Source: an optimization exercise on an open RTL-to-GDS flow (aim: small area). Production flows keep margins and buffers that such runs may drop.
Function was checked by simulation only, so behaviour that the tests miss may differ from the original.
Power figures rest on the tool's default switching activity, not on a simulated workload.

==> flow/design.v <==
package regfile_pkg;
    localparam int XLEN_DEF  = 32;
    localparam int NREGS_DEF = 32;
    localparam int NRD_DEF   = 2;
    localparam int ZERO_REG  = 0;
endpackage
import regfile_pkg::*;
module regfile_scoreboard
#(
    parameter int NR = NREGS_DEF - 1
)(
    input  logic          live,
    input  logic [NR-1:0] pend_n,
    output logic          any_pending
);
    assign any_pending = live & ~(&pend_n);
endmodule
import regfile_pkg::*;
module regfile_mp
#(
    parameter int XLEN  = XLEN_DEF,
    parameter int NREGS = NREGS_DEF,
    parameter int NRD   = NRD_DEF,
    localparam int AW   = ((NREGS > 1) ? $clog2(NREGS) : 1)
)(
    input  logic                clk,
    input  logic                rst_n,
    input  logic [NRD*AW-1:0]   rd_addr,
    output logic [NRD*XLEN-1:0] rd_data,
    output logic [NRD-1:0]      rd_pending,
    input  logic                wa_en,
    input  logic [AW-1:0]       wa_addr,
    input  logic [XLEN-1:0]     wa_data,
    input  logic                wb_en,
    input  logic [AW-1:0]       wb_addr,
    input  logic [XLEN-1:0]     wb_data,
    input  logic                issue_en,
    input  logic [AW-1:0]       issue_addr,
    input  logic                flush,
    output logic                any_pending
);
    localparam int NR = NREGS - 1;    
    logic            live, live_nf;
    logic [3:0]      pa_lo, pb_lo, pi_lo;
    logic [7:0]      pa_hi, pb_hi, pi_hi;
    logic [3:0]      pr_lo [NRD];
    logic [7:0]      pr_hi [NRD];
    logic [NR-1:0]   sel_a, sel_b, hold;
    logic [NR-1:0]   pend_n, pend_n_next;
    logic [NR-1:0]   rsel_n [NRD];
    logic [NR*XLEN-1:0] regs_n;
    always_ff @(posedge clk or negedge rst_n) begin
        if (!rst_n) live <= 1'b0;
        else        live <= 1'b1;
    end
    assign live_nf = live & ~flush;
    regfile_predec u_pa (.en(wa_en),    .addr(wa_addr),    .lo(pa_lo), .hi(pa_hi));
    regfile_predec u_pb (.en(wb_en),    .addr(wb_addr),    .lo(pb_lo), .hi(pb_hi));
    regfile_predec u_pi (.en(issue_en), .addr(issue_addr), .lo(pi_lo), .hi(pi_hi));
    for (genvar k = 0; k < NRD; k++) begin : g_prd
        regfile_predec u_pr (.en(live), .addr(rd_addr[k*AW +: AW]), .lo(pr_lo[k]), .hi(pr_hi[k]));
    end
    for (genvar i = 0; i < NR; i++) begin : g_row
        localparam int R = i + 1;
        regfile_rowctl u_ctl (
            .a_lo        (pa_lo[R % 4]), .a_hi (pa_hi[R / 4]),
            .b_lo        (pb_lo[R % 4]), .b_hi (pb_hi[R / 4]),
            .i_lo        (pi_lo[R % 4]), .i_hi (pi_hi[R / 4]),
            .live        (live),
            .live_nf     (live_nf),
            .pend_n      (pend_n[i]),
            .sel_a       (sel_a[i]),
            .sel_b       (sel_b[i]),
            .hold        (hold[i]),
            .pend_n_next (pend_n_next[i])
        );
        for (genvar k = 0; k < NRD; k++) begin : g_rs
            regfile_nand2 u_rs (.a(pr_lo[k][R % 4]), .b(pr_hi[k][R / 4]), .y(rsel_n[k][i]));
        end
    end
    always_ff @(posedge clk)
        pend_n <= pend_n_next;
    for (genvar i = 0; i < NR; i++) begin : g_reg
        logic [XLEN-1:0] q_n, d_n;
        for (genvar j = 0; j < XLEN; j++) begin : g_bit
            regfile_wcell u_cell (
                .a    (sel_a[i]),
                .b    (sel_b[i]),
                .h    (hold[i]),
                .wa   (wa_data[j]),
                .wb   (wb_data[j]),
                .q_n  (q_n[j]),
                .d_n  (d_n[j])
            );
        end
        always_ff @(posedge clk)
            q_n <= d_n;
        assign regs_n[i*XLEN +: XLEN] = q_n;
    end
    for (genvar k = 0; k < NRD; k++) begin : g_rd
        for (genvar j = 0; j < XLEN; j++) begin : g_bit
            logic [NR-1:0] col_n;
            for (genvar i = 0; i < NR; i++) begin : g_col
                assign col_n[i] = regs_n[i*XLEN + j];
            end
            regfile_rdbit #(.N(NR)) u_bit (
                .sel_n (rsel_n[k]),
                .dat_n (col_n),
                .y     (rd_data[k*XLEN + j])
            );
        end
        regfile_rdbit #(.N(NR)) u_pend (
            .sel_n (rsel_n[k]),
            .dat_n (pend_n),
            .y     (rd_pending[k])
        );
    end
    regfile_scoreboard #(.NR(NR)) u_scoreboard (
        .live        (live),
        .pend_n      (pend_n),
        .any_pending (any_pending)
    );
endmodule
module regfile_predec (
    input  logic       en,
    input  logic [4:0] addr,
    output logic [3:0] lo,
    output logic [7:0] hi
);
    for (genvar m = 0; m < 4; m++) begin : g_lo
        assign lo[m] = en & (addr[1:0] == 2'(m));
    end
    for (genvar m = 0; m < 8; m++) begin : g_hi
        assign hi[m] = (addr[4:2] == 3'(m));
    end
endmodule
module regfile_rowctl (
    input  logic a_lo, a_hi,
    input  logic b_lo, b_hi,
    input  logic i_lo, i_hi,
    input  logic live,
    input  logic live_nf,
    input  logic pend_n,
    output logic sel_a,
    output logic sel_b,
    output logic hold,
    output logic pend_n_next
);
    logic ha_n, hb_n, hi_n, keep_n;
    regfile_nand2 u_ha (.a(a_lo), .b(a_hi), .y(ha_n));
    regfile_nand2 u_hb (.a(b_lo), .b(b_hi), .y(hb_n));
    regfile_nand2 u_hi (.a(i_lo), .b(i_hi), .y(hi_n));
    assign sel_b       = ~hb_n;
    assign sel_a       = ~ha_n & hb_n;
    assign hold        = live & ha_n & hb_n;
    assign keep_n      = ~(live_nf & ha_n & hb_n);
    assign pend_n_next = (pend_n | keep_n) & hi_n;
endmodule
module regfile_wcell (
    input  logic a,
    input  logic b,
    input  logic h,
    input  logic wa,
    input  logic wb,
    input  logic q_n,
    output logic d_n
);
    assign d_n = ~((a & wa) | (b & wb) | (h & ~q_n));
endmodule
module regfile_rdbit
#(
    parameter int N = 31
)(
    input  logic [N-1:0] sel_n,
    input  logic [N-1:0] dat_n,
    output logic         y
);
    localparam int NP = (N + 1) / 2;       
    localparam int NG = (NP + 3) / 4;      
    logic [4*NG-1:0] t;
    logic [NG-1:0]   g;
    for (genvar p = 0; p < N / 2; p++) begin : g_pair
        regfile_o22ai u_pair (
            .a1 (sel_n[2*p]),   .a2 (dat_n[2*p]),
            .b1 (sel_n[2*p+1]), .b2 (dat_n[2*p+1]),
            .y  (t[p])
        );
    end
    if (N % 2) begin : g_odd
        regfile_nor2 u_last (.a(sel_n[N-1]), .b(dat_n[N-1]), .y(t[NP-1]));
    end
    if (4*NG > NP) begin : g_pad
        assign t[4*NG-1:NP] = '0;
    end
    for (genvar q = 0; q < NG; q++) begin : g_grp
        regfile_or4 u_or (.a(t[4*q]), .b(t[4*q+1]), .c(t[4*q+2]), .d(t[4*q+3]), .y(g[q]));
    end
    assign y = |g;
endmodule
module regfile_o22ai (
    input  logic a1, a2, b1, b2,
    output logic y
);
    assign y = ~((a1 | a2) & (b1 | b2));
endmodule
module regfile_nor2 (
    input  logic a, b,
    output logic y
);
    assign y = ~(a | b);
endmodule
module regfile_nand2 (
    input  logic a, b,
    output logic y
);
    assign y = ~(a & b);
endmodule
module regfile_or4 (
    input  logic a, b, c, d,
    output logic y
);
    assign y = a | b | c | d;
endmodule
==> flow/config.mk <==
export PLATFORM = sky130hd
export DESIGN_NAME = regfile_mp
export DESIGN_NICKNAME = regfile_mp
export VERILOG_FILES = /design/flow/design.v
export SDC_FILE = /design/flow/constraint.sdc
export NUM_CORES = 4
export LEC_CHECK = 0
export CAP_MARGIN = 20
export CELL_PAD_IN_SITES_DETAIL_PLACEMENT = 2
export CELL_PAD_IN_SITES_GLOBAL_PLACEMENT = 2
export CORE_MARGIN = 2
export CORE_UTILIZATION = 30
export CTS_BUF_LIST = sky130_fd_sc_hd__clkbuf_16
export CTS_CLUSTER_DIAMETER = 80
export CTS_CLUSTER_SIZE = 20
export SLEW_MARGIN = 20
export SYNTH_HIERARCHICAL = 1
export SYNTH_MINIMUM_KEEP_SIZE = 0
==> flow/constraint.sdc <==
create_clock -name core_clock -period 8.0 [get_ports {clk}]
set_input_delay 1.6000 -clock core_clock [delete_from_list [all_inputs] [get_ports {clk}]]
set_output_delay 1.6000 -clock core_clock [all_outputs]
set_load 0.01 [all_outputs]
standard.sh (not shown) runs the stock make flow with config.mk's settings and CLKGATE_MAP_FILE= SYNTH_SCRIPT=/design/flow/synth_recipe.tcl, a recipe that flattens the netlist after the stock synthesis.
==> flow/flow/run.sh <==
#!/bin/bash
# The standard layout, with each input and output port buffered by a buf_1 instead of
# the cell buffer_ports picks by default. All of ORFS's output goes to standard.log here;
# ORFS's own per-step logs stay under orfs/logs/.
set -euo pipefail
export BUFFER_PORTS_ARGS="-buffer_cell sky130_fd_sc_hd__buf_1"
bash standard.sh > standard.log 2>&1
Then changed:
--- a/flow/design.v
+++ b/flow/design.v
@@ -39,22 +39,33 @@
     input  logic                flush,
     output logic                any_pending
 );
     localparam int NR = NREGS - 1;    
-    logic            live, live_nf;
+    logic            live, live_nf, phase;
+    logic [XLEN-1:0] wa_enc, wb_enc;
+    logic [NRD-1:0]  rd_flip;
+    logic [NRD*XLEN-1:0] rd_raw;
     logic [3:0]      pa_lo, pb_lo, pi_lo;
     logic [7:0]      pa_hi, pb_hi, pi_hi;
     logic [3:0]      pr_lo [NRD];
     logic [7:0]      pr_hi [NRD];
     logic [NR-1:0]   sel_a, sel_b, hold;
     logic [NR-1:0]   pend_n, pend_n_next;
     logic [NR-1:0]   rsel_n [NRD];
-    logic [NR*XLEN-1:0] regs_n;
+    logic [NR*XLEN-1:0] regs_s;
     always_ff @(posedge clk or negedge rst_n) begin
         if (!rst_n) live <= 1'b0;
         else        live <= 1'b1;
     end
+    always_ff @(posedge clk or negedge rst_n) begin
+        if (!rst_n) phase <= 1'b0;
+        else        phase <= ~phase;
+    end
     assign live_nf = live & ~flush;
+    for (genvar j = 0; j < XLEN; j++) begin : g_enc
+        regfile_xor2 u_ea (.a(wa_data[j]), .b(phase), .y(wa_enc[j]));
+        regfile_xor2 u_eb (.a(wb_data[j]), .b(phase), .y(wb_enc[j]));
+    end
     regfile_predec u_pa (.en(wa_en),    .addr(wa_addr),    .lo(pa_lo), .hi(pa_hi));
     regfile_predec u_pb (.en(wb_en),    .addr(wb_addr),    .lo(pb_lo), .hi(pb_hi));
     regfile_predec u_pi (.en(issue_en), .addr(issue_addr), .lo(pi_lo), .hi(pi_hi));
     for (genvar k = 0; k < NRD; k++) begin : g_prd
@@ -80,34 +91,38 @@
     end
     always_ff @(posedge clk)
         pend_n <= pend_n_next;
     for (genvar i = 0; i < NR; i++) begin : g_reg
-        logic [XLEN-1:0] q_n, d_n;
+        logic [XLEN-1:0] q, d;
         for (genvar j = 0; j < XLEN; j++) begin : g_bit
             regfile_wcell u_cell (
                 .a    (sel_a[i]),
                 .b    (sel_b[i]),
                 .h    (hold[i]),
-                .wa   (wa_data[j]),
-                .wb   (wb_data[j]),
-                .q_n  (q_n[j]),
-                .d_n  (d_n[j])
+                .wa   (wa_enc[j]),
+                .wb   (wb_enc[j]),
+                .q    (q[j]),
+                .d    (d[j])
             );
         end
         always_ff @(posedge clk)
-            q_n <= d_n;
-        assign regs_n[i*XLEN +: XLEN] = q_n;
+            q <= d;
+        assign regs_s[i*XLEN +: XLEN] = q;
     end
     for (genvar k = 0; k < NRD; k++) begin : g_rd
+        assign rd_flip[k] = live && (rd_addr[k*AW +: AW] != '0) && !phase;
+        for (genvar j = 0; j < XLEN; j++) begin : g_dec
+            regfile_xor2 u_d (.a(rd_raw[k*XLEN + j]), .b(rd_flip[k]), .y(rd_data[k*XLEN + j]));
+        end
         for (genvar j = 0; j < XLEN; j++) begin : g_bit
             logic [NR-1:0] col_n;
             for (genvar i = 0; i < NR; i++) begin : g_col
-                assign col_n[i] = regs_n[i*XLEN + j];
+                assign col_n[i] = regs_s[i*XLEN + j];
             end
             regfile_rdbit #(.N(NR)) u_bit (
                 .sel_n (rsel_n[k]),
                 .dat_n (col_n),
-                .y     (rd_data[k*XLEN + j])
+                .y     (rd_raw[k*XLEN + j])
             );
         end
         regfile_rdbit #(.N(NR)) u_pend (
             .sel_n (rsel_n[k]),
@@ -161,12 +176,12 @@
     input  logic b,
     input  logic h,
     input  logic wa,
     input  logic wb,
-    input  logic q_n,
-    output logic d_n
-);
-    assign d_n = ~((a & wa) | (b & wb) | (h & ~q_n));
+    input  logic q,
+    output logic d
+);
+    assign d = ~((a & wa) | (b & wb) | (h & q));
 endmodule
 module regfile_rdbit
 #(
     parameter int N = 31
@@ -214,8 +229,14 @@
     output logic y
 );
     assign y = ~(a & b);
 endmodule
+module regfile_xor2 (
+    input  logic a, b,
+    output logic y
+);
+    assign y = a ^ b;
+endmodule
 module regfile_or4 (
     input  logic a, b, c, d,
     output logic y
 );
Clock-buffer cell count decreases by 8.
Global-route usage came out lower by 1.2 points.
Worst hold slack got worse by 9.8 ps.
First-iteration DRC count falls by 7.5%.
Cell area is lower by 4.7%.
Routed wire length is lower by 6.9%.
Combinational power climbs by 48%.
Setup slack gets worse by 390 ps.
Critical path depth climbs by 2.
Power came out higher by 5.4%.
Fmax decreases by 5.5%.
Final cell count goes down by 14%.
Sequential share of layout area rises by 1.9 points.
Clock power shrinks by 11%.

==> separate check: timing with driven ports <==
How much do the figures lean on ideal ports? The routed layouts below were timed once more, with nothing changed but the port constraints.
Step 1 assumes that a clkbuf_16 drives the clock port and a buf_2 every other input.
Step 2 adds t to the input delays and takes it off the output delays; t is the mean of the earliest and latest rising clock arrival at the registers after step 1. Input paths then give back, and output paths get back, about the clock's delay inside the block.
a / b / c = ideal ports / drivers / drivers and shift; a / b = the first two.
| run | shift t [ns] | slack for setup (ns) | worst data-port slew with drivers (ns) |
|---|---|---|---|
| the first run | 0.815 | 1.262 / 1.169 / 1.170 | 0.39 |
| the second run | 0.793 | 0.870 / 0.808 / 0.808 | 0.18 |
After both steps setup and hold are still met in every run listed. For the first run, which loses most, drivers alone change the setup slack by -0.093 ns; drivers and shift together by -0.092 ns.
